Background: an optimization exercise with open tools, aiming at small area, a short achievable clock period and few clock cycles. Do not read the settings as production practice. In this exercise RTL edits were held to simulation tests only and were not proved equivalent to the original. Power is estimated from default activity; no workload was simulated.

**flow/flow/run.sh**
```bash
#!/bin/bash
# The standard layout (standard.sh: its synthesis, floorplan, power grid,
# placement, routing), with three changes to how the layout is made:
#  - the ports are buffered with buf_2 instead of the default delay buffer,
#  - the resizer may swap a cell for one of another footprint,
#  - clock tree synthesis uses clkbuf_4, clusters of at most 10 sinks within
#    40 um, and adds no dummy loads.
# The make output goes to standard_make.log here; each ORFS step also keeps its
# own log under orfs/logs.
set -euo pipefail
export BUFFER_PORTS_ARGS="-buffer_cell sky130_fd_sc_hd__buf_2"
export CTS_ARGS="-sink_clustering_enable -repair_clock_nets -dont_use_dummy_load -sink_clustering_size 10 -sink_clustering_max_diameter 40 -root_buf sky130_fd_sc_hd__clkbuf_16 -buf_list {sky130_fd_sc_hd__clkbuf_4 sky130_fd_sc_hd__clkbuf_16} -sink_clustering_buffer sky130_fd_sc_hd__clkbuf_4"
bash standard.sh MATCH_CELL_FOOTPRINT=0 finish > standard_make.log 2>&1
```
**flow/standard.sh**
```bash
#!/bin/bash
# synth_recipe.tcl (not shown) runs the flow's synth.tcl, then flattens the netlist and writes it again
# the make line also repeats each setting of config.mk as NAME=value (left out here)
make -C /OpenROAD-flow-scripts/flow DESIGN_CONFIG=/design/flow/config.mk WORK_HOME=/design/flow/orfs CLKGATE_MAP_FILE= SYNTH_SCRIPT=/design/flow/synth_recipe.tcl "${@:-finish}"
```
**flow/config.mk**
```make
export PLATFORM = sky130hd
export DESIGN_NAME = y_filter_top
export DESIGN_NICKNAME = y_filter_top
export VERILOG_FILES = /design/flow/design.v
export SDC_FILE = /design/flow/constraint.sdc
export NUM_CORES = 4
export LEC_CHECK = 0
export ABC_AREA = 1
export CAP_MARGIN = 20
export CORE_MARGIN = 2
export CORE_UTILIZATION = 55
export SETUP_SLACK_MARGIN = 3.0
export SLEW_MARGIN = 20
```
**flow/constraint.sdc**
```tcl
create_clock -name core_clock -period 5.5 [get_ports {clock}]
set_input_delay 1.1000 -clock core_clock [delete_from_list [all_inputs] [get_ports {clock}]]
set_output_delay 1.1000 -clock core_clock [all_outputs]
set_load 0.01 [all_outputs]
```
**flow/design.v**
```verilog
package pix_pkg;
	localparam int PIXEL_BITS = 8;
	localparam int LANES      = 4;                   
	typedef logic [PIXEL_BITS-1:0]       pixel_t;
	typedef logic [LANES*PIXEL_BITS-1:0] beat_t;    
	localparam int LINE_BEATS   = 4;                 
	localparam int STORED_LINES = 4;                 
	typedef logic [1:0] col_t;                       
	typedef logic [2:0] row_cnt_t;                   
endpackage
package filt_pkg;
	typedef logic [1:0] rot_t;
	typedef logic [7:0] coeff_t;
	localparam coeff_t H_EDGE   = 8'd6;
	localparam coeff_t H_NEAR   = 8'd58;
	localparam coeff_t H_CENTER = 8'd128;
	typedef logic [15:0] prod_t;                     
	typedef logic [17:0] sum_t;                      
	localparam sum_t ROUND_BIAS  = 18'd128;
	localparam int   ROUND_SHIFT = 8;
endpackage
`timescale 1ns/1ps
module y_filter_top
(
	input  logic  clock,
	input  logic  reset,
	input  logic  in_valid,
	output logic  in_ready,
	input  pix_pkg::beat_t in_data,
	input  logic  in_first,
	output logic  out_valid,
	input  logic  out_ready,
	output pix_pkg::beat_t out_data
);
	localparam int LANES = pix_pkg::LANES;
	localparam int PB    = pix_pkg::PIXEL_BITS;
	localparam int LB    = pix_pkg::LINE_BEATS;
	localparam int DEPTH = LB * pix_pkg::STORED_LINES - 2;    
	logic           adv;                                 
	logic           accept;
	pix_pkg::beat_t sr [DEPTH];                          
	logic [9:0]     g2 [LANES];                          
	logic [9:0]     u2 [LANES];                          
	logic [14:0]    p [LANES];                           
	pix_pkg::col_t  col;
	logic [2:0]     row;
	pix_pkg::beat_t res;
	assign adv      = out_ready;
	assign in_ready = adv;
	assign accept   = adv && in_valid;
	pix_pkg::col_t eff_col;
	logic [2:0]    eff_row;
	assign eff_col = in_first ? pix_pkg::col_t'(0) : col;
	assign eff_row = in_first ? 3'd0 : row;
	always_ff @(posedge clock) begin
		if (reset) begin
			col <= '0;
			row <= '0;
		end else if (accept) begin
			col <= eff_col + pix_pkg::col_t'(1);
			if (eff_col == pix_pkg::col_t'(LB - 1) && !eff_row[2]) begin
				row <= eff_row + 3'd1;
			end else begin
				row <= eff_row;
			end
		end
	end
	function automatic logic [29:0] csa(input logic [14:0] a, input logic [14:0] b, input logic [14:0] c);
		csa = {(a & b) | (a & c) | (b & c), a ^ b ^ c};
	endfunction
	function automatic logic [14:0] add15(input logic [14:0] a, input logic [14:0] b);
		logic [14:0] g;
		logic [14:0] p;
		logic [14:0] gg;
		logic [14:0] pp;
		g  = a & b;
		p  = a ^ b;
		gg = g;
		pp = p;
		for (int lv = 0; lv < 4; lv++) begin
			for (int i = 0; i < 15; i++) begin
				if ((i >> lv) & 1) begin
					int j;
					j = ((i >> lv) << lv) - 1;
					gg[i] = gg[i] | (pp[i] & gg[j]);
					pp[i] = pp[i] & pp[j];
				end
			end
		end
		for (int i = 2; i < 15; i = i * 2) begin
			gg[i] = (g[i] | (p[i] & g[i-1])) | ((p[i] & p[i-1]) & gg[i-2]);
		end
		add15 = p ^ {gg[13:0], 1'b0};
	endfunction
	function automatic logic [14:0] cpa1(input logic [29:0] cs);
		cpa1 = add15(cs[14:0], {cs[28:15], 1'b1});
	endfunction
	always_ff @(posedge clock) begin
		if (accept) begin
			sr[0] <= in_data;
			for (int k = 1; k < DEPTH; k++) begin
				sr[k] <= sr[k-1];
			end
			for (int l = 0; l < LANES; l++) begin
				logic [14:0] t;
				logic [14:0] gx;
				t      = cpa1(csa(15'(sr[13][l*PB +: PB]), ~(15'(sr[9][l*PB +: PB])), ~(15'(sr[1][l*PB +: PB]))));
				g2[l] <= t[9:0];
				t      = cpa1(csa(15'(sr[9][l*PB +: PB]), 15'(sr[1][l*PB +: PB]), {6'd0, sr[5][l*PB +: PB], 1'b1}));
				u2[l] <= t[9:0];
				gx     = {{5{g2[l][9]}}, g2[l]};
				p[l]  <= cpa1(csa({gx[13:0], 1'b1}, gx, {u2[l], 5'd0}));
			end
		end
	end
	always_comb begin
		for (int l = 0; l < LANES; l++) begin
			logic [14:0] acc;
			acc = cpa1(csa(p[l], {6'd0, in_data[l*PB +: PB], 1'b0}, {7'd0, in_data[l*PB +: PB]}));
			res[l*PB +: PB] = acc[14:7];
		end
	end
	always_ff @(posedge clock) begin
		if (reset) begin
			out_valid <= 1'b0;
		end else if (adv) begin
			out_valid <= in_valid && eff_row[2];         
		end
	end
	always_ff @(posedge clock) begin
		if (accept) begin
			out_data <= res;
		end
	end
endmodule
```
==> notes.md <==
[stage by stage]
stage	TNS, ns	std cells	worst slack (ns)	power [mW]
detailed placement	0	2873	2.18	8.00
global placement	0	2873	2.21	7.94
CTS	0	2972	3.01	10.6
finish	0	2985	3.02	10.5
floorplan	-3414.05	2116	-5.47	7.58
global route	0	2985	2.94	11.2
[how the worst max path moves through the flow]
stage                      startpoint            to  cells past startpoint
after CTS                 in_data[16]  out_data[20]                     15
after global routing         sr[1][1]      u2[0][9]                      9
after global placement      out_ready     sr[4][24]                      4
after floorplan              in_valid      g2[0][0]                      2
after detailed placement    out_ready     sr[6][17]                      4
final                     in_data[22]  out_data[17]                      9
[metal layers]
metal	vias up	global-route usage (%)	wire length, um
met5	-	0	0
met4	0	6.07	1080
met3	96	3.82	1650
met2	208	27.1	20500
met1	7303	24.6	21700
li1	7544	-	-
[power groups by stage]
stage / Combinational [mW] / Clock (mW) / Sequential (mW)
floorplan: 1.60 / 0 / 5.98
global placement: 2.01 / 0 / 5.93
detailed placement: 2.07 / 0 / 5.93
CTS: 2.10 / 2.65 / 5.83
global route: 2.58 / 2.82 / 5.86
finish: 2.22 / 2.50 / 5.82
[layout make-up]
cell class / count / area, um2
timing repair buffer: 92 / 598
sequential: 626 / 18700
inverter: 326 / 1230
tap: 680 / 851
fill: 3985 / 20100
clock buffer: 96 / 878
timing repair inverter: 2 / 12.5
multi-input combinational: 1163 / 9160
[flip-flops by register name (all words and copies together), names as in the netlist]
signal and cells:
col 2, g2 40, out_data 32, out_valid 1, p 60, row 3
sr 448, u2 40
[logic make-up (layout without fill, tap and decap cells)]
group	Yosys count	count (layout)	share of synthesized area [%]
buffers and inverters	327	516	4.27
xor gates and xnor gates	89	89	2.70
adders and majority gates	298	298	16.0
DFF	626	626	65.0
AOI/OAI and AO/OA	160	160	3.18
and+or+nand+nor	616	616	8.91
[cell usage in the layout (no fill, tap or decap), drive strengths merged, types with 6 or more instances in the layout]
| cell | count |
|---|---|
| edfxtp | 620 |
| nand2 | 429 |
| inv | 325 |
| ha | 182 |
| fa | 116 |
| a21oi | 106 |
| clkbuf | 100 |
| nand3 | 91 |
| buf | 88 |
| nor2 | 76 |
| xor2 | 71 |
| xnor2 | 18 |
| a21o | 18 |
| o21ai | 15 |
| a21boi | 8 |
| or2 | 8 |
| nand3b | 6 |
| dfxtp | 6 |
[critical path: cells and delay by family]
kind                       cells  cell delay [ns]
AOI/OAI and AO/OA              1             0.16
buffers and inverters          3             0.34
and+or+nand+nor                2             0.20
xor gates and xnor gates       1             0.13
adders and majority gates      2             0.86
[timing repair]
item                                    4_1_cts  5_1_grt
cloned                                        1        1
endpoints found under the setup margin      520      298
buffers inserted                              2       12
gates resized for setup                       4       96
pin swaps                                     0       44
==> metrics.cfg <==
[synth]
yosys.area.top_type=edfxtp_1
ys_types=33
yosys-top-cells-count=edfxtp_1 (620), nand2_1 (410), inv_1 (320)
synthArstFlopShare_pct=0
synth_warnings=5
netlist_instances=2116
syn_nets=2451
synth.most_common_cell=edfxtp_1
netlist.area_leader.share_pct=64.6
avgSynthCellArea_um2=13.6
netlist_area_mm2=0.0288
synth.ff_latch_count=626
synth-main-ff-cell=edfxtp_1
yosysSeqAreaShare_pct=65.0
synth_edf_count=620
yosys-top-cells-area=edfxtp_1 (65%), fa_1 (8.1%), ha_1 (7.9%)

[clock_network]
cts_made_buffers=96
cts_buffer_depth=3
root_buffer=clkbuf_16
htreeDepth=3
clkLatencyLatePin_ns=0.59
cts.sinks=626
cts_tree=yes
clk_pin_slew_ns=0.10
holdBufCountCts=0

[layout]
utilization_pct=61.0
num_antenna_cells=0
drive_above_1_share_pct=13.0
areaGrowthSynthToFinish_pct=9.14
nets=2642
design_area_mm2=0.0315

[setup_path]
r2r-end=u2[0][7]
endpoint_kind=register
critPathMaxFanout=6
arrival_ns=2.78
worstPathRequired_ns=5.81
critical_path.slowest_cell=fa_1
crit_chain=buf_2 > fa_1 > ha_1 > nand2_1 > inv_1 > a21oi_2 > nand2_4 > buf_4 > xor2_1
critPathMaxStageDelay_ns=0.49
worst-r2r-setup-slack_ns=3.08
reg2reg_from=sr[1][1]
critPathKind=in -> reg
worstSetupStartpointType=input pin
rr_worst_depth=8

[global_routing]
grt_max_degree=187
grt_usage_pct=17.5
grt_pass1_wl_um=74800
antenna_found_initial=0
grt_overflow=0
grt_pass1_vias=15598

[placed_design]
dpl_cell_area_mm2=0.0301
port_buffers=70
place_congestion=0.813
dp.final_hpwl_um=29500

[power_and_ir_drop]
p_seq_share_pct=55.3
powerDensity_mw_per_mm2=335
p_leak_nw=13.1
peakVddDrop_uv=212
pwr-share-clk_pct=23.7
netSwitchingFraction_pct=27.9
p_switching_mw=2.94
p_int_mw=7.60
combPwrFrac_pct=21.1

[timing]
worst_slew_pin_slew_ns=0.947
slew_viol_final=0
fmax_mhz=404
rsz0062_at_grt=true
clock_skew_ns=0.0634
fin_crit_ns=2.48
hold_slack_ns=0.360
slew_headroom_pct=36.9
finalCritPeriodShare_pct=45.0
hold_viol_final=0
setup_violations=0

[worst_hold_path]
hold_path.class=reg -> reg
min_to=sr[5][23]
hp-start=sr[4][23]
hold_depth=0

[floorplan]
start_util_pct=55.9
num_rows=83
ioPinCount=71
core_mm2=0.0516
die_w_um=233
die_y_um=233
die-area_mm2=0.0543

[detailed_routing]
first_pass_iters=5
wl_per_cell_um=15.0
dr_total_vias=15151
viasPerCell=5.08
wl_um=44900
drt_iter0_markers=924
drt_drc_violations_left=0
ant_nets=0

[job]
cap_violations=0

[outcome]
outcome=complete, no violations

Testbench counts, summed over its fixed seeds: cycles 3,080.

==> separate check: timing with driven ports <==
The flow's constraints put no driver on any port. The routed layout listed below was extracted and timed again, unchanged, in two steps. Step 1 (the two cells are an assumption about what drives the block):
set clk [get_ports {clock}]
set_driving_cell -lib_cell sky130_fd_sc_hd__clkbuf_16 $clk
set_driving_cell -lib_cell sky130_fd_sc_hd__buf_2 [delete_from_list [all_inputs] $clk]
Step 2 adds t to the input delays and takes it off the output delays; t is the mean of the earliest and latest rising clock arrival at the registers after step 1. Input paths then give back, and output paths get back, about the clock's delay inside the block. a / b / c = ideal ports / drivers / drivers and shift; a / b = the first two.
shift t [ns]: 0.617
setup WS [ns]: 3.023 / 3.019 / 2.429
worst setup path at the end: input to register
After both steps setup and hold are still met in this run. The setup slack of this run moves by -0.004 ns with the drivers and by -0.594 ns with both steps.
